Source: an optimization exercise on an open RTL-to-GDS flow (aim: small area, a short achievable clock period and few clock cycles per item). Production flows keep margins and buffers that such runs may drop.
No functional check of the RTL was part of any run shown here.

## flow/design.v (module list and top-level ports; edited modules follow where they fit)
// module bfly_fin: 32 lines
// module bfly_pre: 142 lines
// module bfly_mul: 801 lines
// module bfly_red: 590 lines
// module bfly_reg: 12 lines
// module ntt_butterfly: 58 lines
module ntt_butterfly (
  input  logic        clk,
  input  logic        rst,
  input  logic        in_valid,
  output logic        in_ready,
  input  logic        in_mode,
  input  logic [11:0] in_a,
  input  logic [11:0] in_b,
  input  logic [11:0] in_zeta,
  input  logic [7:0]  in_idx,
  output logic        out_valid,
  input  logic        out_ready,
  output logic [11:0] out_a,
  output logic [11:0] out_b,
  output logic [7:0]  out_idx,
  output logic        busy
);
  // ...
==> flow/flow/run.sh <==
#!/bin/bash
# Standard layout with four changes to how it is made:
#  - port buffers are buf_2 cells instead of the flow's default choice (a
#    slow delay buffer);
#  - timing repair aims for a 6.1 ns critical path (setup margin 7.9 ns
#    against the 14 ns clock);
#  - the clock tree is built from clkbuf_8 cells;
#  - after the standard synthesis, invopt4.py picks the polarity of the
#    adder cells (a full adder is self-dual; a half adder is rebuilt as an
#    XOR/XNOR and an AND-type gate when that helps) and of gates that have a
#    complementary twin (AND/NAND, AOI/AO, ...) to drop the inverters Yosys
#    leaves between them; the netlist keeps the same function, registers
#    and ports.
set -euo pipefail
ARGS=("BUFFER_PORTS_ARGS=-buffer_cell sky130_fd_sc_hd__buf_2" SETUP_SLACK_MARGIN=7.9 "CTS_BUF_LIST=sky130_fd_sc_hd__clkbuf_8")
R=$PWD/orfs/results/$FLOW_PLATFORM/ntt_butterfly/base
bash standard.sh "${ARGS[@]}" synth > synth.log 2>&1
cp $R/1_2_yosys.v 1_2_yosys_standard.v
python3 flow/invopt4.py 1_2_yosys_standard.v $R/1_2_yosys.v > invopt.log 2>&1
rm -f $R/1_synth.odb $R/1_synth.sdc
bash standard.sh "${ARGS[@]}" finish > standard.log 2>&1
==> flow/standard.sh <==
#!/bin/bash
# synth_recipe.tcl (not shown) runs the flow's synth.tcl, then flattens the netlist and writes it again
# the make line also repeats each setting of config.mk as NAME=value (left out here)
make -C /OpenROAD-flow-scripts/flow DESIGN_CONFIG=/design/flow/config.mk WORK_HOME=/design/flow/orfs CLKGATE_MAP_FILE= SYNTH_SCRIPT=/design/flow/synth_recipe.tcl "${@:-finish}"
==> flow/config.mk <==
export PLATFORM = sky130hd
export DESIGN_NAME = ntt_butterfly
export DESIGN_NICKNAME = ntt_butterfly
export VERILOG_FILES = /design/flow/design.v
export SDC_FILE = /design/flow/constraint.sdc
export NUM_CORES = 4
export LEC_CHECK = 0
export CAP_MARGIN = 20
export CORE_MARGIN = 2
export CORE_UTILIZATION = 40
export SLEW_MARGIN = 20
==> flow/constraint.sdc <==
create_clock -name core_clock -period 14.0 [get_ports {clk}]
set_input_delay 2.8000 -clock core_clock [delete_from_list [all_inputs] [get_ports {clk}]]
set_output_delay 2.8000 -clock core_clock [all_outputs]
set_load 0.01 [all_outputs]
Not shown: flow/flow/invopt4.py
==> flow_metrics.py, run 1 <==
metrics = {
    "final_layout": {
        "multi_input_gates": 1083,
        "layout_common_cells": "206 x nand2_1, 182 x fa_1, 129 x edfxtp_1",
        "diodes": 0,
        "multi_input_area_um2": 9670,
        "final-clk-cell-share": 0.0282,
        "finish.instance_area_um2": 15500,
    },
    "grt": {
        "grt_use_met1": 0.226,
        "grt_pass1_vias": 9907,
    },
    "cts": {
        "ctsResizeCount": 3,
        "holdBufCountCts": 0,
    },
    "die": {
        "core_area_um2": 34400,
        "die_h_um": 190,
    },
    "worst_setup_path": {
        "crit_path_top_delay_cell": "fa_2",
        "cp-start-kind": "flop",
        "endpoint_kind": "flop",
        "cp.arrival_ps": 6200,
    },
    "sta": {
        "hold_violations": 0,
        "fmax_mhz": 167,
        "final.setup.worst_slack_ps": 8020,
        "holdWs_ps": 412,
    },
    "worst_hold_path": {
        "holdPathStages": 0,
        "hold_start": "u_r1.q[42]$_DFFE_PP_",
    },
    "routing": {
        "drt_wl_total_mm": 29.1,
        "drt-vias-per-instance": 5.12,
    },
    "outcome": {
        "status": "no timing/DRC/antenna violations",
    },
}
==> module bfly_mul, before the edit <==
module bfly_mul (
  input  logic [12:0] mx,
  input  logic [11:0] zeta,
  output logic [24:0] p
);
  logic m_1;
  logic m_2;
  logic m_3;
  logic m_4;
  logic m_5;
  logic m_6;
  logic m_7;
  logic m_8;
  logic m_9;
  logic m_10;
  logic m_11;
  logic m_12;
  logic m_13;
  logic m_14;
  logic m_15;
  logic m_16;
  logic m_17;
  logic m_18;
  logic m_19;
  logic m_20;
  logic m_21;
  logic m_22;
  logic m_23;
  logic m_24;
  logic m_25;
  logic m_26;
  logic m_27;
  logic m_28;
  logic m_29;
  logic m_30;
  logic m_31;
  logic m_32;
  logic m_33;
  logic m_34;
  logic m_35;
  logic m_36;
  logic m_37;
  logic m_38;
  logic m_39;
  logic m_40;
  logic m_41;
  logic m_42;
  logic m_43;
  logic m_44;
  logic m_45;
  logic m_46;
  logic m_47;
  logic m_48;
  logic m_49;
  logic m_50;
  logic m_51;
  logic m_52;
  logic m_53;
  logic m_54;
  logic m_55;
  logic m_56;
  logic m_57;
  logic m_58;
  logic m_59;
  logic m_60;
  logic m_61;
  logic m_62;
  logic m_63;
  logic m_64;
  logic m_65;
  logic m_66;
  logic m_67;
  logic m_68;
  logic m_69;
  logic m_70;
  logic m_71;
  logic m_72;
  logic m_73;
  logic m_74;
  logic m_75;
  logic m_76;
  logic m_77;
  logic m_78;
  logic m_79;
  logic m_80;
  logic m_81;
  logic m_82;
  logic m_83;
  logic m_84;
  logic m_85;
  logic m_86;
  logic m_87;
  logic m_88;
  logic m_89;
  logic m_90;
  logic m_91;
  logic m_92;
  logic m_93;
  logic m_94;
  logic m_95;
  logic m_96;
  logic m_97;
  logic m_98;
  logic m_99;
  logic m_100;
  logic m_101;
  logic m_102;
  logic m_103;
  logic m_104;
  logic m_105;
  logic m_106;
  logic m_107;
  logic m_108;
  logic m_109;
  logic m_110;
  logic m_111;
  logic m_112;
  logic m_113;
  logic m_114;
  logic m_115;
  logic m_116;
  logic m_117;
  logic m_118;
  logic m_119;
  logic m_120;
  logic m_121;
  logic m_122;
  logic m_123;
  logic m_124;
  logic m_125;
  logic m_126;
  logic m_127;
  logic m_128;
  logic m_129;
  logic m_130;
  logic m_131;
  logic m_132;
  logic m_133;
  logic m_134;
  logic m_135;
  logic m_136;
  logic m_137;
  logic m_138;
  logic m_139;
  logic m_140;
  logic m_141;
  logic m_142;
  logic m_143;
  logic m_144;
  logic m_145;
  logic m_146;
  logic m_147;
  logic m_148;
  logic m_149;
  logic m_150;
  logic m_151;
  logic m_152;
  logic m_153;
  logic m_154;
  logic m_155;
  logic m_156;
  logic m_157;
  logic m_158;
  logic m_159;
  logic m_160;
  logic m_161;
  logic m_162;
  logic m_163;
  logic m_164;
  logic m_165;
  logic m_166;
  logic m_167;
  logic m_168;
  logic m_169;
  logic m_170;
  logic m_171;
  logic m_172;
  logic m_173;
  logic m_174;
  logic m_175;
  logic m_176;
  logic m_177;
  logic m_178;
  logic m_179;
  logic m_180;
  logic m_181;
  logic m_182;
  logic m_183;
  logic m_184;
  logic m_185;
  logic m_186;
  logic m_187;
  logic m_188;
  logic m_189;
  logic m_190;
  logic m_191;
  logic m_192;
  logic m_193;
  logic m_194;
  logic m_195;
  logic m_196;
  logic m_197;
  logic m_198;
  logic m_199;
  logic m_200;
  logic m_201;
  logic m_202;
  logic m_203;
  logic m_204;
  logic m_205;
  logic m_206;
  logic m_207;
  logic m_208;
  logic m_209;
  logic m_210;
  logic m_211;
  logic m_212;
  logic m_213;
  logic m_214;
  logic m_215;
  logic m_216;
  logic m_217;
  logic m_218;
  logic m_219;
  logic m_220;
  logic m_221;
  logic m_222;
  logic m_223;
  logic m_224;
  logic m_225;
  logic m_226;
  logic m_227;
  logic m_228;
  logic m_229;
  logic m_230;
  logic m_231;
  logic m_232;
  logic m_233;
  logic m_234;
  logic m_235;
  logic m_236;
  logic m_237;
  logic m_238;
  logic m_239;
  logic m_240;
  logic m_241;
  logic m_242;
  logic m_243;
  logic m_244;
  logic m_245;
  logic m_246;
  logic m_247;
  logic m_248;
  logic m_249;
  logic m_250;
  logic m_251;
  logic m_252;
  logic m_253;
  logic m_254;
  logic m_255;
  logic m_256;
  logic m_257;
  logic m_258;
  logic m_259;
  logic m_260;
  logic m_261;
  logic m_262;
  logic m_263;
  logic m_264;
  logic m_265;
  logic m_266;
  logic m_267;
  logic m_268;
  logic m_269;
  logic m_270;
  logic m_271;
  logic m_272;
  logic m_273;
  logic m_274;
  logic m_275;
  logic m_276;
  logic m_277;
  logic m_278;
  logic m_279;
  logic m_280;
  logic m_281;
  logic m_282;
  logic m_283;
  logic m_284;
  logic m_285;
  logic m_286;
  logic m_287;
  logic m_288;
  logic m_289;
  logic m_290;
  logic m_291;
  logic m_292;
  logic m_293;
  logic m_294;
  logic m_295;
  logic m_296;
  logic m_297;
  logic m_298;
  logic m_299;
  logic m_300;
  logic m_301;
  logic m_302;
  logic m_303;
  logic m_304;
  logic m_305;
  logic m_306;
  logic m_307;
  logic m_308;
  logic m_309;
  logic m_310;
  logic m_311;
  logic m_312;
  logic m_313;
  logic m_314;
  logic m_315;
  logic m_316;
  logic m_317;
  logic m_318;
  logic m_319;
  logic m_320;
  logic m_321;
  logic m_322;
  logic m_323;
  logic m_324;
  logic m_325;
  logic m_326;
  logic m_327;
  logic m_328;
  logic m_329;
  logic m_330;
  logic m_331;
  logic m_332;
  logic m_333;
  logic m_334;
  logic m_335;
  logic m_336;
  logic m_337;
  logic m_338;
  logic m_339;
  logic m_340;
  logic m_341;
  logic m_342;
  logic m_343;
  logic m_344;
  logic m_345;
  logic m_346;
  logic m_347;
  logic m_348;
  logic m_349;
  logic m_350;
  logic m_351;
  logic m_352;
  logic m_353;
  logic m_354;
  logic m_355;
  logic m_356;
  logic m_357;
  logic m_358;
  logic m_359;
  logic m_360;
  logic m_361;
  logic m_362;
  logic m_363;
  logic m_364;
  logic m_365;
  logic m_366;
  logic m_367;
  logic m_368;
  logic m_369;
  logic m_370;
  logic m_371;
  logic m_372;
  logic m_373;
  logic m_374;
  logic m_375;
  logic m_376;
  logic m_377;
  logic m_378;
  logic m_379;
  logic m_380;
  logic m_381;
  logic m_382;
  logic m_383;
  logic m_384;
  logic m_385;
  logic m_386;
  logic m_387;
  logic m_388;
  logic m_389;
  logic m_390;
  logic m_391;
  logic m_392;
  logic m_393;
  logic m_394;
  logic m_395;
  logic m_396;
  logic [24:0] m_397;
  assign m_1 = mx[0] & zeta[0];
  assign m_2 = mx[0] & zeta[1];
  assign m_3 = mx[0] & zeta[2];
  assign m_4 = mx[0] & zeta[3];
  assign m_5 = mx[0] & zeta[4];
  assign m_6 = mx[0] & zeta[5];
  assign m_7 = mx[0] & zeta[6];
  assign m_8 = mx[0] & zeta[7];
  assign m_9 = mx[0] & zeta[8];
  assign m_10 = mx[0] & zeta[9];
  assign m_11 = mx[0] & zeta[10];
  assign m_12 = mx[0] & zeta[11];
  assign m_13 = mx[1] & zeta[0];
  assign m_14 = mx[1] & zeta[1];
  assign m_15 = mx[1] & zeta[2];
  assign m_16 = mx[1] & zeta[3];
  assign m_17 = mx[1] & zeta[4];
  assign m_18 = mx[1] & zeta[5];
  assign m_19 = mx[1] & zeta[6];
  assign m_20 = mx[1] & zeta[7];
  assign m_21 = mx[1] & zeta[8];
  assign m_22 = mx[1] & zeta[9];
  assign m_23 = mx[1] & zeta[10];
  assign m_24 = mx[1] & zeta[11];
  assign m_25 = mx[2] & zeta[0];
  assign m_26 = mx[2] & zeta[1];
  assign m_27 = mx[2] & zeta[2];
  assign m_28 = mx[2] & zeta[3];
  assign m_29 = mx[2] & zeta[4];
  assign m_30 = mx[2] & zeta[5];
  assign m_31 = mx[2] & zeta[6];
  assign m_32 = mx[2] & zeta[7];
  assign m_33 = mx[2] & zeta[8];
  assign m_34 = mx[2] & zeta[9];
  assign m_35 = mx[2] & zeta[10];
  assign m_36 = mx[2] & zeta[11];
  assign m_37 = mx[3] & zeta[0];
  assign m_38 = mx[3] & zeta[1];
  assign m_39 = mx[3] & zeta[2];
  assign m_40 = mx[3] & zeta[3];
  assign m_41 = mx[3] & zeta[4];
  assign m_42 = mx[3] & zeta[5];
  assign m_43 = mx[3] & zeta[6];
  assign m_44 = mx[3] & zeta[7];
  assign m_45 = mx[3] & zeta[8];
  assign m_46 = mx[3] & zeta[9];
  assign m_47 = mx[3] & zeta[10];
  assign m_48 = mx[3] & zeta[11];
  assign m_49 = mx[4] & zeta[0];
  assign m_50 = mx[4] & zeta[1];
  assign m_51 = mx[4] & zeta[2];
  assign m_52 = mx[4] & zeta[3];
  assign m_53 = mx[4] & zeta[4];
  assign m_54 = mx[4] & zeta[5];
  assign m_55 = mx[4] & zeta[6];
  assign m_56 = mx[4] & zeta[7];
  assign m_57 = mx[4] & zeta[8];
  assign m_58 = mx[4] & zeta[9];
  assign m_59 = mx[4] & zeta[10];
  assign m_60 = mx[4] & zeta[11];
  assign m_61 = mx[5] & zeta[0];
  assign m_62 = mx[5] & zeta[1];
  assign m_63 = mx[5] & zeta[2];
  assign m_64 = mx[5] & zeta[3];
  assign m_65 = mx[5] & zeta[4];
  assign m_66 = mx[5] & zeta[5];
  assign m_67 = mx[5] & zeta[6];
  assign m_68 = mx[5] & zeta[7];
  assign m_69 = mx[5] & zeta[8];
  assign m_70 = mx[5] & zeta[9];
  assign m_71 = mx[5] & zeta[10];
  assign m_72 = mx[5] & zeta[11];
  assign m_73 = mx[6] & zeta[0];
  assign m_74 = mx[6] & zeta[1];
  assign m_75 = mx[6] & zeta[2];
  assign m_76 = mx[6] & zeta[3];
  assign m_77 = mx[6] & zeta[4];
  assign m_78 = mx[6] & zeta[5];
  assign m_79 = mx[6] & zeta[6];
  assign m_80 = mx[6] & zeta[7];
  assign m_81 = mx[6] & zeta[8];
  assign m_82 = mx[6] & zeta[9];
  assign m_83 = mx[6] & zeta[10];
  assign m_84 = mx[6] & zeta[11];
  assign m_85 = mx[7] & zeta[0];
  assign m_86 = mx[7] & zeta[1];
  assign m_87 = mx[7] & zeta[2];
  assign m_88 = mx[7] & zeta[3];
  assign m_89 = mx[7] & zeta[4];
  assign m_90 = mx[7] & zeta[5];
  assign m_91 = mx[7] & zeta[6];
  assign m_92 = mx[7] & zeta[7];
  assign m_93 = mx[7] & zeta[8];
  assign m_94 = mx[7] & zeta[9];
  assign m_95 = mx[7] & zeta[10];
  assign m_96 = mx[7] & zeta[11];
  assign m_97 = mx[8] & zeta[0];
  assign m_98 = mx[8] & zeta[1];
  assign m_99 = mx[8] & zeta[2];
  assign m_100 = mx[8] & zeta[3];
  assign m_101 = mx[8] & zeta[4];
  assign m_102 = mx[8] & zeta[5];
  assign m_103 = mx[8] & zeta[6];
  assign m_104 = mx[8] & zeta[7];
  assign m_105 = mx[8] & zeta[8];
  assign m_106 = mx[8] & zeta[9];
  assign m_107 = mx[8] & zeta[10];
  assign m_108 = mx[8] & zeta[11];
  assign m_109 = mx[9] & zeta[0];
  assign m_110 = mx[9] & zeta[1];
  assign m_111 = mx[9] & zeta[2];
  assign m_112 = mx[9] & zeta[3];
  assign m_113 = mx[9] & zeta[4];
  assign m_114 = mx[9] & zeta[5];
  assign m_115 = mx[9] & zeta[6];
  assign m_116 = mx[9] & zeta[7];
  assign m_117 = mx[9] & zeta[8];
  assign m_118 = mx[9] & zeta[9];
  assign m_119 = mx[9] & zeta[10];
  assign m_120 = mx[9] & zeta[11];
  assign m_121 = mx[10] & zeta[0];
  assign m_122 = mx[10] & zeta[1];
  assign m_123 = mx[10] & zeta[2];
  assign m_124 = mx[10] & zeta[3];
  assign m_125 = mx[10] & zeta[4];
  assign m_126 = mx[10] & zeta[5];
  assign m_127 = mx[10] & zeta[6];
  assign m_128 = mx[10] & zeta[7];
  assign m_129 = mx[10] & zeta[8];
  assign m_130 = mx[10] & zeta[9];
  assign m_131 = mx[10] & zeta[10];
  assign m_132 = mx[10] & zeta[11];
  assign m_133 = mx[11] & zeta[0];
  assign m_134 = mx[11] & zeta[1];
  assign m_135 = mx[11] & zeta[2];
  assign m_136 = mx[11] & zeta[3];
  assign m_137 = mx[11] & zeta[4];
  assign m_138 = mx[11] & zeta[5];
  assign m_139 = mx[11] & zeta[6];
  assign m_140 = mx[11] & zeta[7];
  assign m_141 = mx[11] & zeta[8];
  assign m_142 = mx[11] & zeta[9];
  assign m_143 = mx[11] & zeta[10];
  assign m_144 = mx[11] & zeta[11];
  assign m_145 = mx[12] & zeta[0];
  assign m_146 = mx[12] & zeta[1];
  assign m_147 = mx[12] & zeta[2];
  assign m_148 = mx[12] & zeta[3];
  assign m_149 = mx[12] & zeta[4];
  assign m_150 = mx[12] & zeta[5];
  assign m_151 = mx[12] & zeta[6];
  assign m_152 = mx[12] & zeta[7];
  assign m_153 = mx[12] & zeta[8];
  assign m_154 = mx[12] & zeta[9];
  assign m_155 = mx[12] & zeta[10];
  assign m_156 = mx[12] & zeta[11];
  assign m_157 = m_10 ^ m_21;
  assign m_158 = m_10 & m_21;
  assign m_159 = m_11 ^ m_22 ^ m_33;
  assign m_160 = (m_11 & m_22) | (m_33 & (m_11 ^ m_22));
  assign m_161 = m_44 ^ m_55;
  assign m_162 = m_44 & m_55;
  assign m_163 = m_12 ^ m_23 ^ m_34;
  assign m_164 = (m_12 & m_23) | (m_34 & (m_12 ^ m_23));
  assign m_165 = m_45 ^ m_56 ^ m_67;
  assign m_166 = (m_45 & m_56) | (m_67 & (m_45 ^ m_56));
  assign m_167 = m_78 ^ m_89;
  assign m_168 = m_78 & m_89;
  assign m_169 = m_24 ^ m_35 ^ m_46;
  assign m_170 = (m_24 & m_35) | (m_46 & (m_24 ^ m_35));
  assign m_171 = m_57 ^ m_68 ^ m_79;
  assign m_172 = (m_57 & m_68) | (m_79 & (m_57 ^ m_68));
  assign m_173 = m_90 ^ m_101 ^ m_112;
  assign m_174 = (m_90 & m_101) | (m_112 & (m_90 ^ m_101));
  assign m_175 = m_36 ^ m_47 ^ m_58;
  assign m_176 = (m_36 & m_47) | (m_58 & (m_36 ^ m_47));
  assign m_177 = m_69 ^ m_80 ^ m_91;
  assign m_178 = (m_69 & m_80) | (m_91 & (m_69 ^ m_80));
  assign m_179 = m_102 ^ m_113;
  assign m_180 = m_102 & m_113;
  assign m_181 = m_48 ^ m_59 ^ m_70;
  assign m_182 = (m_48 & m_59) | (m_70 & (m_48 ^ m_59));
  assign m_183 = m_81 ^ m_92 ^ m_103;
  assign m_184 = (m_81 & m_92) | (m_103 & (m_81 ^ m_92));
  assign m_185 = m_60 ^ m_71 ^ m_82;
  assign m_186 = (m_60 & m_71) | (m_82 & (m_60 ^ m_71));
  assign m_187 = m_7 ^ m_18;
  assign m_188 = m_7 & m_18;
  assign m_189 = m_8 ^ m_19 ^ m_30;
  assign m_190 = (m_8 & m_19) | (m_30 & (m_8 ^ m_19));
  assign m_191 = m_41 ^ m_52;
  assign m_192 = m_41 & m_52;
  assign m_193 = m_9 ^ m_20 ^ m_31;
  assign m_194 = (m_9 & m_20) | (m_31 & (m_9 ^ m_20));
  assign m_195 = m_42 ^ m_53 ^ m_64;
  assign m_196 = (m_42 & m_53) | (m_64 & (m_42 ^ m_53));
  assign m_197 = m_75 ^ m_86;
  assign m_198 = m_75 & m_86;
  assign m_199 = m_32 ^ m_43 ^ m_54;
  assign m_200 = (m_32 & m_43) | (m_54 & (m_32 ^ m_43));
  assign m_201 = m_65 ^ m_76 ^ m_87;
  assign m_202 = (m_65 & m_76) | (m_87 & (m_65 ^ m_76));
  assign m_203 = m_98 ^ m_109 ^ m_157;
  assign m_204 = (m_98 & m_109) | (m_157 & (m_98 ^ m_109));
  assign m_205 = m_66 ^ m_77 ^ m_88;
  assign m_206 = (m_66 & m_77) | (m_88 & (m_66 ^ m_77));
  assign m_207 = m_99 ^ m_110 ^ m_121;
  assign m_208 = (m_99 & m_110) | (m_121 & (m_99 ^ m_110));
  assign m_209 = m_158 ^ m_161 ^ m_159;
  assign m_210 = (m_158 & m_161) | (m_159 & (m_158 ^ m_161));
  assign m_211 = m_100 ^ m_111 ^ m_122;
  assign m_212 = (m_100 & m_111) | (m_122 & (m_100 ^ m_111));
  assign m_213 = m_133 ^ m_162 ^ m_167;
  assign m_214 = (m_133 & m_162) | (m_167 & (m_133 ^ m_162));
  assign m_215 = m_160 ^ m_163 ^ m_165;
  assign m_216 = (m_160 & m_163) | (m_165 & (m_160 ^ m_163));
  assign m_217 = m_123 ^ m_134 ^ m_145;
  assign m_218 = (m_123 & m_134) | (m_145 & (m_123 ^ m_134));
  assign m_219 = m_168 ^ m_164 ^ m_166;
  assign m_220 = (m_168 & m_164) | (m_166 & (m_168 ^ m_164));
  assign m_221 = m_169 ^ m_171 ^ m_173;
  assign m_222 = (m_169 & m_171) | (m_173 & (m_169 ^ m_171));
  assign m_223 = m_124 ^ m_135 ^ m_146;
  assign m_224 = (m_124 & m_135) | (m_146 & (m_124 ^ m_135));
  assign m_225 = m_179 ^ m_170 ^ m_172;
  assign m_226 = (m_179 & m_170) | (m_172 & (m_179 ^ m_170));
  assign m_227 = m_174 ^ m_175 ^ m_177;
  assign m_228 = (m_174 & m_175) | (m_177 & (m_174 ^ m_175));
  assign m_229 = m_114 ^ m_125 ^ m_136;
  assign m_230 = (m_114 & m_125) | (m_136 & (m_114 ^ m_125));
  assign m_231 = m_147 ^ m_180 ^ m_176;
  assign m_232 = (m_147 & m_180) | (m_176 & (m_147 ^ m_180));
  assign m_233 = m_178 ^ m_181 ^ m_183;
  assign m_234 = (m_178 & m_181) | (m_183 & (m_178 ^ m_181));
  assign m_235 = m_93 ^ m_104 ^ m_115;
  assign m_236 = (m_93 & m_104) | (m_115 & (m_93 ^ m_104));
  assign m_237 = m_126 ^ m_137 ^ m_148;
  assign m_238 = (m_126 & m_137) | (m_148 & (m_126 ^ m_137));
  assign m_239 = m_182 ^ m_184 ^ m_185;
  assign m_240 = (m_182 & m_184) | (m_185 & (m_182 ^ m_184));
  assign m_241 = m_72 ^ m_83 ^ m_94;
  assign m_242 = (m_72 & m_83) | (m_94 & (m_72 ^ m_83));
  assign m_243 = m_105 ^ m_116 ^ m_127;
  assign m_244 = (m_105 & m_116) | (m_127 & (m_105 ^ m_116));
  assign m_245 = m_138 ^ m_149 ^ m_186;
  assign m_246 = (m_138 & m_149) | (m_186 & (m_138 ^ m_149));
  assign m_247 = m_84 ^ m_95 ^ m_106;
  assign m_248 = (m_84 & m_95) | (m_106 & (m_84 ^ m_95));
  assign m_249 = m_117 ^ m_128 ^ m_139;
  assign m_250 = (m_117 & m_128) | (m_139 & (m_117 ^ m_128));
  assign m_251 = m_96 ^ m_107 ^ m_118;
  assign m_252 = (m_96 & m_107) | (m_118 & (m_96 ^ m_107));
  assign m_253 = m_5 ^ m_16;
  assign m_254 = m_5 & m_16;
  assign m_255 = m_6 ^ m_17 ^ m_28;
  assign m_256 = (m_6 & m_17) | (m_28 & (m_6 ^ m_17));
  assign m_257 = m_39 ^ m_50;
  assign m_258 = m_39 & m_50;
  assign m_259 = m_29 ^ m_40 ^ m_51;
  assign m_260 = (m_29 & m_40) | (m_51 & (m_29 ^ m_40));
  assign m_261 = m_62 ^ m_73 ^ m_187;
  assign m_262 = (m_62 & m_73) | (m_187 & (m_62 ^ m_73));
  assign m_263 = m_63 ^ m_74 ^ m_85;
  assign m_264 = (m_63 & m_74) | (m_85 & (m_63 ^ m_74));
  assign m_265 = m_188 ^ m_191 ^ m_189;
  assign m_266 = (m_188 & m_191) | (m_189 & (m_188 ^ m_191));
  assign m_267 = m_97 ^ m_192 ^ m_197;
  assign m_268 = (m_97 & m_192) | (m_197 & (m_97 ^ m_192));
  assign m_269 = m_190 ^ m_193 ^ m_195;
  assign m_270 = (m_190 & m_193) | (m_195 & (m_190 ^ m_193));
  assign m_271 = m_198 ^ m_194 ^ m_196;
  assign m_272 = (m_198 & m_194) | (m_196 & (m_198 ^ m_194));
  assign m_273 = m_199 ^ m_201 ^ m_203;
  assign m_274 = (m_199 & m_201) | (m_203 & (m_199 ^ m_201));
  assign m_275 = m_200 ^ m_202 ^ m_205;
  assign m_276 = (m_200 & m_202) | (m_205 & (m_200 ^ m_202));
  assign m_277 = m_207 ^ m_204 ^ m_209;
  assign m_278 = (m_207 & m_204) | (m_209 & (m_207 ^ m_204));
  assign m_279 = m_206 ^ m_208 ^ m_211;
  assign m_280 = (m_206 & m_208) | (m_211 & (m_206 ^ m_208));
  assign m_281 = m_213 ^ m_210 ^ m_215;
  assign m_282 = (m_213 & m_210) | (m_215 & (m_213 ^ m_210));
  assign m_283 = m_212 ^ m_217 ^ m_214;
  assign m_284 = (m_212 & m_217) | (m_214 & (m_212 ^ m_217));
  assign m_285 = m_216 ^ m_219 ^ m_221;
  assign m_286 = (m_216 & m_219) | (m_221 & (m_216 ^ m_219));
  assign m_287 = m_218 ^ m_223 ^ m_220;
  assign m_288 = (m_218 & m_223) | (m_220 & (m_218 ^ m_223));
  assign m_289 = m_222 ^ m_225 ^ m_227;
  assign m_290 = (m_222 & m_225) | (m_227 & (m_222 ^ m_225));
  assign m_291 = m_224 ^ m_229 ^ m_226;
  assign m_292 = (m_224 & m_229) | (m_226 & (m_224 ^ m_229));
  assign m_293 = m_228 ^ m_231 ^ m_233;
  assign m_294 = (m_228 & m_231) | (m_233 & (m_228 ^ m_231));
  assign m_295 = m_230 ^ m_235 ^ m_237;
  assign m_296 = (m_230 & m_235) | (m_237 & (m_230 ^ m_235));
  assign m_297 = m_232 ^ m_234 ^ m_239;
  assign m_298 = (m_232 & m_234) | (m_239 & (m_232 ^ m_234));
  assign m_299 = m_236 ^ m_238 ^ m_241;
  assign m_300 = (m_236 & m_238) | (m_241 & (m_236 ^ m_238));
  assign m_301 = m_243 ^ m_240 ^ m_245;
  assign m_302 = (m_243 & m_240) | (m_245 & (m_243 ^ m_240));
  assign m_303 = m_150 ^ m_242 ^ m_244;
  assign m_304 = (m_150 & m_242) | (m_244 & (m_150 ^ m_242));
  assign m_305 = m_247 ^ m_249 ^ m_246;
  assign m_306 = (m_247 & m_249) | (m_246 & (m_247 ^ m_249));
  assign m_307 = m_129 ^ m_140 ^ m_151;
  assign m_308 = (m_129 & m_140) | (m_151 & (m_129 ^ m_140));
  assign m_309 = m_248 ^ m_250 ^ m_251;
  assign m_310 = (m_248 & m_250) | (m_251 & (m_248 ^ m_250));
  assign m_311 = m_108 ^ m_119 ^ m_130;
  assign m_312 = (m_108 & m_119) | (m_130 & (m_108 ^ m_119));
  assign m_313 = m_141 ^ m_152 ^ m_252;
  assign m_314 = (m_141 & m_152) | (m_252 & (m_141 ^ m_152));
  assign m_315 = m_120 ^ m_131 ^ m_142;
  assign m_316 = (m_120 & m_131) | (m_142 & (m_120 ^ m_131));
  assign m_317 = m_4 ^ m_15;
  assign m_318 = m_4 & m_15;
  assign m_319 = m_27 ^ m_38 ^ m_49;
  assign m_320 = (m_27 & m_38) | (m_49 & (m_27 ^ m_38));
  assign m_321 = m_61 ^ m_254 ^ m_257;
  assign m_322 = (m_61 & m_254) | (m_257 & (m_61 ^ m_254));
  assign m_323 = m_258 ^ m_256 ^ m_259;
  assign m_324 = (m_258 & m_256) | (m_259 & (m_258 ^ m_256));
  assign m_325 = m_260 ^ m_263 ^ m_262;
  assign m_326 = (m_260 & m_263) | (m_262 & (m_260 ^ m_263));
  assign m_327 = m_264 ^ m_267 ^ m_266;
  assign m_328 = (m_264 & m_267) | (m_266 & (m_264 ^ m_267));
  assign m_329 = m_268 ^ m_270 ^ m_271;
  assign m_330 = (m_268 & m_270) | (m_271 & (m_268 ^ m_270));
  assign m_331 = m_272 ^ m_275 ^ m_274;
  assign m_332 = (m_272 & m_275) | (m_274 & (m_272 ^ m_275));
  assign m_333 = m_276 ^ m_279 ^ m_278;
  assign m_334 = (m_276 & m_279) | (m_278 & (m_276 ^ m_279));
  assign m_335 = m_280 ^ m_283 ^ m_282;
  assign m_336 = (m_280 & m_283) | (m_282 & (m_280 ^ m_283));
  assign m_337 = m_284 ^ m_286 ^ m_287;
  assign m_338 = (m_284 & m_286) | (m_287 & (m_284 ^ m_286));
  assign m_339 = m_288 ^ m_290 ^ m_291;
  assign m_340 = (m_288 & m_290) | (m_291 & (m_288 ^ m_290));
  assign m_341 = m_295 ^ m_292 ^ m_294;
  assign m_342 = (m_295 & m_292) | (m_294 & (m_295 ^ m_292));
  assign m_343 = m_296 ^ m_299 ^ m_298;
  assign m_344 = (m_296 & m_299) | (m_298 & (m_296 ^ m_299));
  assign m_345 = m_300 ^ m_303 ^ m_302;
  assign m_346 = (m_300 & m_303) | (m_302 & (m_300 ^ m_303));
  assign m_347 = m_307 ^ m_304 ^ m_309;
  assign m_348 = (m_307 & m_304) | (m_309 & (m_307 ^ m_304));
  assign m_349 = m_308 ^ m_311 ^ m_310;
  assign m_350 = (m_308 & m_311) | (m_310 & (m_308 ^ m_311));
  assign m_351 = m_153 ^ m_312 ^ m_315;
  assign m_352 = (m_153 & m_312) | (m_315 & (m_153 ^ m_312));
  assign m_353 = m_132 ^ m_143 ^ m_154;
  assign m_354 = (m_132 & m_143) | (m_154 & (m_132 ^ m_143));
  assign m_355 = m_3 ^ m_14;
  assign m_356 = m_3 & m_14;
  assign m_357 = m_26 ^ m_37 ^ m_317;
  assign m_358 = (m_26 & m_37) | (m_317 & (m_26 ^ m_37));
  assign m_359 = m_253 ^ m_318 ^ m_319;
  assign m_360 = (m_253 & m_318) | (m_319 & (m_253 ^ m_318));
  assign m_361 = m_255 ^ m_320 ^ m_321;
  assign m_362 = (m_255 & m_320) | (m_321 & (m_255 ^ m_320));
  assign m_363 = m_261 ^ m_322 ^ m_323;
  assign m_364 = (m_261 & m_322) | (m_323 & (m_261 ^ m_322));
  assign m_365 = m_265 ^ m_324 ^ m_325;
  assign m_366 = (m_265 & m_324) | (m_325 & (m_265 ^ m_324));
  assign m_367 = m_269 ^ m_326 ^ m_327;
  assign m_368 = (m_269 & m_326) | (m_327 & (m_269 ^ m_326));
  assign m_369 = m_273 ^ m_328 ^ m_329;
  assign m_370 = (m_273 & m_328) | (m_329 & (m_273 ^ m_328));
  assign m_371 = m_277 ^ m_330 ^ m_331;
  assign m_372 = (m_277 & m_330) | (m_331 & (m_277 ^ m_330));
  assign m_373 = m_281 ^ m_332 ^ m_333;
  assign m_374 = (m_281 & m_332) | (m_333 & (m_281 ^ m_332));
  assign m_375 = m_285 ^ m_334 ^ m_335;
  assign m_376 = (m_285 & m_334) | (m_335 & (m_285 ^ m_334));
  assign m_377 = m_289 ^ m_336 ^ m_337;
  assign m_378 = (m_289 & m_336) | (m_337 & (m_289 ^ m_336));
  assign m_379 = m_293 ^ m_338 ^ m_339;
  assign m_380 = (m_293 & m_338) | (m_339 & (m_293 ^ m_338));
  assign m_381 = m_297 ^ m_340 ^ m_341;
  assign m_382 = (m_297 & m_340) | (m_341 & (m_297 ^ m_340));
  assign m_383 = m_301 ^ m_342 ^ m_343;
  assign m_384 = (m_301 & m_342) | (m_343 & (m_301 ^ m_342));
  assign m_385 = m_305 ^ m_344 ^ m_345;
  assign m_386 = (m_305 & m_344) | (m_345 & (m_305 ^ m_344));
  assign m_387 = m_306 ^ m_347 ^ m_346;
  assign m_388 = (m_306 & m_347) | (m_346 & (m_306 ^ m_347));
  assign m_389 = m_313 ^ m_348 ^ m_349;
  assign m_390 = (m_313 & m_348) | (m_349 & (m_313 ^ m_348));
  assign m_391 = m_314 ^ m_351 ^ m_350;
  assign m_392 = (m_314 & m_351) | (m_350 & (m_314 ^ m_351));
  assign m_393 = m_316 ^ m_353 ^ m_352;
  assign m_394 = (m_316 & m_353) | (m_352 & (m_316 ^ m_353));
  assign m_395 = m_144 ^ m_155 ^ m_354;
  assign m_396 = (m_144 & m_155) | (m_354 & (m_144 ^ m_155));
  assign m_397 = {1'b0, m_156, m_394, m_392, m_390, m_388, m_386, m_384, m_382, m_380, m_378, m_376, m_374, m_372, m_370, m_368, m_366, m_364, m_362, m_360, m_358, m_356, m_25, m_2, m_1} + {1'b0, m_396, m_395, m_393, m_391, m_389, m_387, m_385, m_383, m_381, m_379, m_377, m_375, m_373, m_371, m_369, m_367, m_365, m_363, m_361, m_359, m_357, m_355, m_13, 1'b0};
  assign p = m_397;
endmodule
==> run 2: changes to the inputs <==
--- a/flow/design.v
+++ b/flow/design.v
@@ -573,7 +573,178 @@
   logic m_394;
   logic m_395;
   logic m_396;
-  logic [24:0] m_397;
+  logic m_397;
+  logic m_398;
+  logic m_399;
+  logic m_400;
+  logic m_401;
+  logic m_402;
+  logic m_403;
+  logic m_404;
+  logic m_405;
+  logic m_406;
+  logic m_407;
+  logic m_408;
+  logic m_409;
+  logic m_410;
+  logic m_411;
+  logic m_412;
+  logic m_413;
+  logic m_414;
+  logic m_415;
+  logic m_416;
+  logic m_417;
+  logic m_418;
+  logic m_419;
+  logic m_420;
+  logic m_421;
+  logic m_422;
+  logic m_423;
+  logic m_424;
+  logic m_425;
+  logic m_426;
+  logic m_427;
+  logic m_428;
+  logic m_429;
+  logic m_430;
+  logic m_431;
+  logic m_432;
+  logic m_433;
+  logic m_434;
+  logic m_435;
+  logic m_436;
+  logic m_437;
+  logic m_438;
+  logic m_439;
+  logic m_440;
+  logic m_441;
+  logic m_442;
+  logic m_443;
+  logic m_444;
+  logic m_445;
+  logic m_446;
+  logic m_447;
+  logic m_448;
+  logic m_449;
+  logic m_450;
+  logic m_451;
+  logic m_452;
+  logic m_453;
+  logic m_454;
+  logic m_455;
+  logic m_456;
+  logic m_457;
+  logic m_458;
+  logic m_459;
+  logic m_460;
+  logic m_461;
+  logic m_462;
+  logic m_463;
+  logic m_464;
+  logic m_465;
+  logic m_466;
+  logic m_467;
+  logic m_468;
+  logic m_469;
+  logic m_470;
+  logic m_471;
+  logic m_472;
+  logic m_473;
+  logic m_474;
+  logic m_475;
+  logic m_476;
+  logic m_477;
+  logic m_478;
+  logic m_479;
+  logic m_480;
+  logic m_481;
+  logic m_482;
+  logic m_483;
+  logic m_484;
+  logic m_485;
+  logic m_486;
+  logic m_487;
+  logic m_488;
+  logic m_489;
+  logic m_490;
+  logic m_491;
+  logic m_492;
+  logic m_493;
+  logic m_494;
+  logic m_495;
+  logic m_496;
+  logic m_497;
+  logic m_498;
+  logic m_499;
+  logic m_500;
+  logic m_501;
+  logic m_502;
+  logic m_503;
+  logic m_504;
+  logic m_505;
+  logic m_506;
+  logic m_507;
+  logic m_508;
+  logic m_509;
+  logic m_510;
+  logic m_511;
+  logic m_512;
+  logic m_513;
+  logic m_514;
+  logic m_515;
+  logic m_516;
+  logic m_517;
+  logic m_518;
+  logic m_519;
+  logic m_520;
+  logic m_521;
+  logic m_522;
+  logic m_523;
+  logic m_524;
+  logic m_525;
+  logic m_526;
+  logic m_527;
+  logic m_528;
+  logic m_529;
+  logic m_530;
+  logic m_531;
+  logic m_532;
+  logic m_533;
+  logic m_534;
+  logic m_535;
+  logic m_536;
+  logic m_537;
+  logic m_538;
+  logic m_539;
+  logic m_540;
+  logic m_541;
+  logic m_542;
+  logic m_543;
+  logic m_544;
+  logic m_545;
+  logic m_546;
+  logic m_547;
+  logic m_548;
+  logic m_549;
+  logic m_550;
+  logic m_551;
+  logic m_552;
+  logic m_553;
+  logic m_554;
+  logic m_555;
+  logic m_556;
+  logic m_557;
+  logic m_558;
+  logic m_559;
+  logic m_560;
+  logic m_561;
+  logic m_562;
+  logic m_563;
+  logic m_564;
+  logic m_565;
+  logic m_566;
+  logic m_567;
+  logic [24:0] m_568;
   assign m_1 = mx[0] & zeta[0];
   assign m_2 = mx[0] & zeta[1];
   assign m_3 = mx[0] & zeta[2];
@@ -970,8 +1141,179 @@
   assign m_394 = (m_316 & m_353) | (m_352 & (m_316 ^ m_353));
   assign m_395 = m_144 ^ m_155 ^ m_354;
   assign m_396 = (m_144 & m_155) | (m_354 & (m_144 ^ m_155));
-  assign m_397 = {1'b0, m_156, m_394, m_392, m_390, m_388, m_386, m_384, m_382, m_380, m_378, m_376, m_374, m_372, m_370, m_368, m_366, m_364, m_362, m_360, m_358, m_356, m_25, m_2, m_1} + {1'b0, m_396, m_395, m_393, m_391, m_389, m_387, m_385, m_383, m_381, m_379, m_377, m_375, m_373, m_371, m_369, m_367, m_365, m_363, m_361, m_359, m_357, m_355, m_13, 1'b0};
-  assign p = m_397;
+  assign m_397 = m_2 & m_13;
+  assign m_398 = m_25 & m_355;
+  assign m_399 = m_356 & m_357;
+  assign m_400 = m_358 & m_359;
+  assign m_401 = m_360 & m_361;
+  assign m_402 = m_362 & m_363;
+  assign m_403 = m_364 & m_365;
+  assign m_404 = m_366 & m_367;
+  assign m_405 = m_368 & m_369;
+  assign m_406 = m_370 & m_371;
+  assign m_407 = m_372 & m_373;
+  assign m_408 = m_374 & m_375;
+  assign m_409 = m_376 & m_377;
+  assign m_410 = m_378 & m_379;
+  assign m_411 = m_380 & m_381;
+  assign m_412 = m_382 & m_383;
+  assign m_413 = m_384 & m_385;
+  assign m_414 = m_386 & m_387;
+  assign m_415 = m_388 & m_389;
+  assign m_416 = m_390 & m_391;
+  assign m_417 = m_392 & m_393;
+  assign m_418 = m_394 & m_395;
+  assign m_419 = m_156 & m_396;
+  assign m_420 = m_2 ^ m_13;
+  assign m_421 = m_25 ^ m_355;
+  assign m_422 = m_356 ^ m_357;
+  assign m_423 = m_358 ^ m_359;
+  assign m_424 = m_360 ^ m_361;
+  assign m_425 = m_362 ^ m_363;
+  assign m_426 = m_364 ^ m_365;
+  assign m_427 = m_366 ^ m_367;
+  assign m_428 = m_368 ^ m_369;
+  assign m_429 = m_370 ^ m_371;
+  assign m_430 = m_372 ^ m_373;
+  assign m_431 = m_374 ^ m_375;
+  assign m_432 = m_376 ^ m_377;
+  assign m_433 = m_378 ^ m_379;
+  assign m_434 = m_380 ^ m_381;
+  assign m_435 = m_382 ^ m_383;
+  assign m_436 = m_384 ^ m_385;
+  assign m_437 = m_386 ^ m_387;
+  assign m_438 = m_388 ^ m_389;
+  assign m_439 = m_390 ^ m_391;
+  assign m_440 = m_392 ^ m_393;
+  assign m_441 = m_394 ^ m_395;
+  assign m_442 = m_156 ^ m_396;
+  assign m_443 = m_420 & m_1;
+  assign m_444 = m_399 | (m_422 & m_398);
+  assign m_445 = m_422 & m_421;
+  assign m_446 = m_401 | (m_424 & m_400);
+  assign m_447 = m_424 & m_423;
+  assign m_448 = m_403 | (m_426 & m_402);
+  assign m_449 = m_426 & m_425;
+  assign m_450 = m_405 | (m_428 & m_404);
+  assign m_451 = m_428 & m_427;
+  assign m_452 = m_407 | (m_430 & m_406);
+  assign m_453 = m_430 & m_429;
+  assign m_454 = m_409 | (m_432 & m_408);
+  assign m_455 = m_432 & m_431;
+  assign m_456 = m_411 | (m_434 & m_410);
+  assign m_457 = m_434 & m_433;
+  assign m_458 = m_413 | (m_436 & m_412);
+  assign m_459 = m_436 & m_435;
+  assign m_460 = m_415 | (m_438 & m_414);
+  assign m_461 = m_438 & m_437;
+  assign m_462 = m_417 | (m_440 & m_416);
+  assign m_463 = m_440 & m_439;
+  assign m_464 = m_419 | (m_442 & m_418);
+  assign m_465 = m_442 & m_441;
+  assign m_466 = m_398 | (m_421 & m_397);
+  assign m_467 = m_421 & m_443;
+  assign m_468 = m_444 | (m_445 & m_397);
+  assign m_469 = m_445 & m_443;
+  assign m_470 = m_402 | (m_425 & m_446);
+  assign m_471 = m_425 & m_447;
+  assign m_472 = m_448 | (m_449 & m_446);
+  assign m_473 = m_449 & m_447;
+  assign m_474 = m_406 | (m_429 & m_450);
+  assign m_475 = m_429 & m_451;
+  assign m_476 = m_452 | (m_453 & m_450);
+  assign m_477 = m_453 & m_451;
+  assign m_478 = m_410 | (m_433 & m_454);
+  assign m_479 = m_433 & m_455;
+  assign m_480 = m_456 | (m_457 & m_454);
+  assign m_481 = m_457 & m_455;
+  assign m_482 = m_414 | (m_437 & m_458);
+  assign m_483 = m_437 & m_459;
+  assign m_484 = m_460 | (m_461 & m_458);
+  assign m_485 = m_461 & m_459;
+  assign m_486 = m_418 | (m_441 & m_462);
+  assign m_487 = m_441 & m_463;
+  assign m_488 = m_464 | (m_465 & m_462);
+  assign m_489 = m_465 & m_463;
+  assign m_490 = m_400 | (m_423 & m_468);
+  assign m_491 = m_423 & m_469;
+  assign m_492 = m_446 | (m_447 & m_468);
+  assign m_493 = m_447 & m_469;
+  assign m_494 = m_470 | (m_471 & m_468);
+  assign m_495 = m_471 & m_469;
+  assign m_496 = m_472 | (m_473 & m_468);
+  assign m_497 = m_473 & m_469;
+  assign m_498 = m_408 | (m_431 & m_476);
+  assign m_499 = m_431 & m_477;
+  assign m_500 = m_454 | (m_455 & m_476);
+  assign m_501 = m_455 & m_477;
+  assign m_502 = m_478 | (m_479 & m_476);
+  assign m_503 = m_479 & m_477;
+  assign m_504 = m_480 | (m_481 & m_476);
+  assign m_505 = m_481 & m_477;
+  assign m_506 = m_416 | (m_439 & m_484);
+  assign m_507 = m_439 & m_485;
+  assign m_508 = m_462 | (m_463 & m_484);
+  assign m_509 = m_463 & m_485;
+  assign m_510 = m_486 | (m_487 & m_484);
+  assign m_511 = m_487 & m_485;
+  assign m_512 = m_488 | (m_489 & m_484);
+  assign m_513 = m_489 & m_485;
+  assign m_514 = m_404 | (m_427 & m_496);
+  assign m_515 = m_427 & m_497;
+  assign m_516 = m_450 | (m_451 & m_496);
+  assign m_517 = m_451 & m_497;
+  assign m_518 = m_474 | (m_475 & m_496);
+  assign m_519 = m_475 & m_497;
+  assign m_520 = m_476 | (m_477 & m_496);
+  assign m_521 = m_477 & m_497;
+  assign m_522 = m_498 | (m_499 & m_496);
+  assign m_523 = m_499 & m_497;
+  assign m_524 = m_500 | (m_501 & m_496);
+  assign m_525 = m_501 & m_497;
+  assign m_526 = m_502 | (m_503 & m_496);
+  assign m_527 = m_503 & m_497;
+  assign m_528 = m_504 | (m_505 & m_496);
+  assign m_529 = m_505 & m_497;
+  assign m_530 = m_412 | (m_435 & m_528);
+  assign m_531 = m_435 & m_529;
+  assign m_532 = m_458 | (m_459 & m_528);
+  assign m_533 = m_459 & m_529;
+  assign m_534 = m_482 | (m_483 & m_528);
+  assign m_535 = m_483 & m_529;
+  assign m_536 = m_484 | (m_485 & m_528);
+  assign m_537 = m_485 & m_529;
+  assign m_538 = m_506 | (m_507 & m_528);
+  assign m_539 = m_507 & m_529;
+  assign m_540 = m_508 | (m_509 & m_528);
+  assign m_541 = m_509 & m_529;
+  assign m_542 = m_510 | (m_511 & m_528);
+  assign m_543 = m_511 & m_529;
+  assign m_544 = m_512 | (m_513 & m_528);
+  assign m_545 = m_513 & m_529;
+  assign m_546 = m_421 ^ m_397;
+  assign m_547 = m_422 ^ m_466;
+  assign m_548 = m_423 ^ m_468;
+  assign m_549 = m_424 ^ m_490;
+  assign m_550 = m_425 ^ m_492;
+  assign m_551 = m_426 ^ m_494;
+  assign m_552 = m_427 ^ m_496;
+  assign m_553 = m_428 ^ m_514;
+  assign m_554 = m_429 ^ m_516;
+  assign m_555 = m_430 ^ m_518;
+  assign m_556 = m_431 ^ m_520;
+  assign m_557 = m_432 ^ m_522;
+  assign m_558 = m_433 ^ m_524;
+  assign m_559 = m_434 ^ m_526;
+  assign m_560 = m_435 ^ m_528;
+  assign m_561 = m_436 ^ m_530;
+  assign m_562 = m_437 ^ m_532;
+  assign m_563 = m_438 ^ m_534;
+  assign m_564 = m_439 ^ m_536;
+  assign m_565 = m_440 ^ m_538;
+  assign m_566 = m_441 ^ m_540;
+  assign m_567 = m_442 ^ m_542;
+  assign m_568 = {m_544, m_567, m_566, m_565, m_564, m_563, m_562, m_561, m_560, m_559, m_558, m_557, m_556, m_555, m_554, m_553, m_552, m_551, m_550, m_549, m_548, m_547, m_546, m_420, m_1};
+  assign p = m_568;
 endmodule
 module bfly_red (
   input  logic        mode,
==> run 2 against run 1 <==
Net effect: still clean on timing, DRC and antenna; clock skew rose by 9.0 ps; flip-flop and latch count unchanged; worst setup slack improved by 3.9 ps; synthesized cell count decreased by 2.6%; highest routed layer unchanged.
==> flow_metrics.py, run 2 <==
metrics = {
    "placed_design": {
        "portBuffers": 83,
        "gp_congestion": 0.847,
        "dpl.hpwl_mm": 22.3,
    },
    "grt": {
        "overflow": 0,
        "grt_antenna_before_repair": 0,
        "grt_util_all_layers": 0.169,
        "grt_pass1_wl_mm": 48.5,
        "grt_pass1_vias": 9809,
        "grt_max_degree": 79,
    },
    "sta": {
        "clock_skew_ps": 23.8,
        "setup_viol": 0,
        "tightest_slew_ps": 970,
        "hold_violations": 0,
        "fin_crit_ps": 5980,
        "fin_crit_sh": 0.427,
        "slew_headroom": 0.354,
        "fmax_mhz": 167,
        "rsz0062_at_grt": "yes",
        "setup-tns-final_ps": 0,
        "report.final.slew_viol_count": 0,
    },
    "routing": {
        "drt_iter0_markers": 464,
        "drt_pass1_iterations": 5,
        "vias": 9195,
        "routedWlPerCell_um": 15.4,
        "drt_wl_total_mm": 28.1,
        "drt-vias-per-instance": 5.03,
        "ant_nets": 0,
        "drcViolationCount": 0,
    },
    "final_layout": {
        "layout_common_cells": "201 x nand2_1, 185 x fa_1, 129 x edfxtp_1",
        "area_growth_pct": 11.5,
        "final_common_cell": "nand2_1",
        "fin_util": 0.454,
        "diodes": 0,
        "reg.largest.list": "u_r1.q (47), u_r2.q (47), u_r3.q (35)",
        "drive_above_1_share": 0.138,
        "num-nets-final": 1668,
    },
    "worst_setup_path": {
        "required_ps": 14210,
        "endpoint_kind": "flop",
        "r2r-start": "u_r2.q[12]$_DFFE_PP_",
        "cp-start-kind": "flop",
        "path_class": "flop to flop",
        "reg2reg_depth": 20,
        "cp_max_fo": 4,
        "rrSetupSlack_ps": 8020,
        "rr_endpoint": "u_r3.q[34]$_DFFE_PP_",
        "cp.arrival_ps": 6190,
    },
    "cts": {
        "cts_sinks": 133,
        "cts_tree": "done",
        "root_buffer": "clkbuf_8",
        "holdBufCountCts": 0,
        "cts_inserted_buffers": 17,
        "clk_path_buf_depth": 2,
        "clk_pin_slew_ps": 90,
        "insertion_delay_ps": 470,
        "htreeDepth": 4,
    },
    "logic_synthesis": {
        "synth_warnings": 4,
        "netlist_area_um2": 13700,
        "syn-num-nets": 1593,
        "syn_area_per_cell_um2": 10.6,
        "syn_inst": 1292,
    },
    "die": {
        "core_area_um2": 33600,
        "top_level_ports": 84,
        "initial_core_util": 0.408,
        "die_h_um": 189,
        "dieArea_um2": 35700,
        "die_x_um": 189,
        "rows": 67,
    },
    "flow_run": {
        "maxCapViolCount": 0,
    },
    "outcome": {
        "status": "no timing/DRC/antenna violations",
    },
    "worst_hold_path": {
        "hold_start": "u_r2.q[1]$_DFFE_PP_",
        "holdPathStages": 0,
        "hp-class": "flop to flop",
        "whs_endpoint": "u_r3.q[1]$_DFFE_PP_",
    },
}
==> run 2: how the worst max path moves through the flow <==
stage                                 to  slack [ps]  depth (start not counted)                 start
CTS                 u_r3.q[34]$_DFFE_PP_        7890                         20  u_r2.q[10]$_DFFE_PP_
detailed placement  u_r1.q[32]$_DFFE_PP_        7190                         16               in_mode
global route        u_r3.q[34]$_DFFE_PP_        7750                         20  u_r2.q[12]$_DFFE_PP_
floorplan           u_r1.q[45]$_DFFE_PP_        7880                         15               in_mode
finish              u_r3.q[34]$_DFFE_PP_        8020                         20  u_r2.q[12]$_DFFE_PP_
global placement    u_r1.q[32]$_DFFE_PP_        7290                         16               in_mode
==> run 2: what timing repair did <==
item                                    in CTS  in global routing
endpoints found under the setup margin       9                 13
pin swaps                                    6                 21
gates resized for setup                     14                 31
setup buffers                                6                  6
==> run 2: per-stage QoR <==
stage / hold WS [ps] / instances / setup WS, ps / instance area, um^2
4_1_cts: 426 / 1822 / 7890 / 15100
6_report: 424 / 1828 / 8020 / 15300
3_3_place_gp: 401 / 1784 / 7290 / 14600
5_1_grt: 434 / 1828 / 7750 / 15300
2_1_floorplan: 400 / 1292 / 7880 / 13800
3_5_place_dp: 405 / 1784 / 7190 / 14600
==> run 2: final cells by class <==
cell class | count | area [um^2]
inverters | 64 | 245
repair buffers | 96 | 528
flip-flops and latches | 133 | 3950
clock inverters | 15 | 185
multi-input cells | 1055 | 9560
clock buffers | 17 | 234
well taps | 448 | 561
fillers | 3131 | 18300
==> run 2: routing by layer <==
layer	vias to the layer above	track usage	share of wire
li1	4468	-	-
met1	4531	0.223	0.46
met2	167	0.288	0.49
met3	29	0.0265	0.033
met4	0	0.0514	0.016
met5	-	0	0
==> run 2: worst max-delay path: stages, from the launching register on <==
cell and delay (ps):
edfxtp_1 470, fa_1 590, fa_1 420, ha_2 210, or3_4 400, a21oi_1 130, nor2_1 90, xnor2_2 170
or2_4 260, fa_2 390, fa_1 470, fa_2 580, xnor2_2 140, inv_2 80, a21o_1 150, a21o_1 180
a21oi_2 180, o21ai_1 100, a21oi_2 140, or4b_1 440, o211a_1 140

-- port drivers added, routing unchanged --
No port has a modelled driver above. Below, the same layouts with a new extraction and two added sets of constraints. Step 1, drivers: a clkbuf_16 drives clk and a buf_2 each remaining input, both assumed. Step 2 times the ports against the registers' clock, not the clock port: input delays grow and output delays shrink by t, the midpoint of the rising clock arrivals with the driver on. Three values: no drivers, after step 1, after step 2; two values: the first two.
| run | t (ns) | setup slack, ns | hold slack, ns | worst setup path at the end |
|---|---|---|---|---|
| run 1 | 0.512 | 8.017 / 8.017 / 7.566 | 0.412 / 0.412 / 0.412 | input to register |
| run 2 | 0.498 | 8.021 / 8.021 / 7.541 | 0.424 / 0.424 / 0.424 | input to register |
After both steps every run listed still meets setup and hold. For run 2, which loses most, drivers alone change the setup slack by 0.000 ns; drivers and shift together by -0.480 ns.
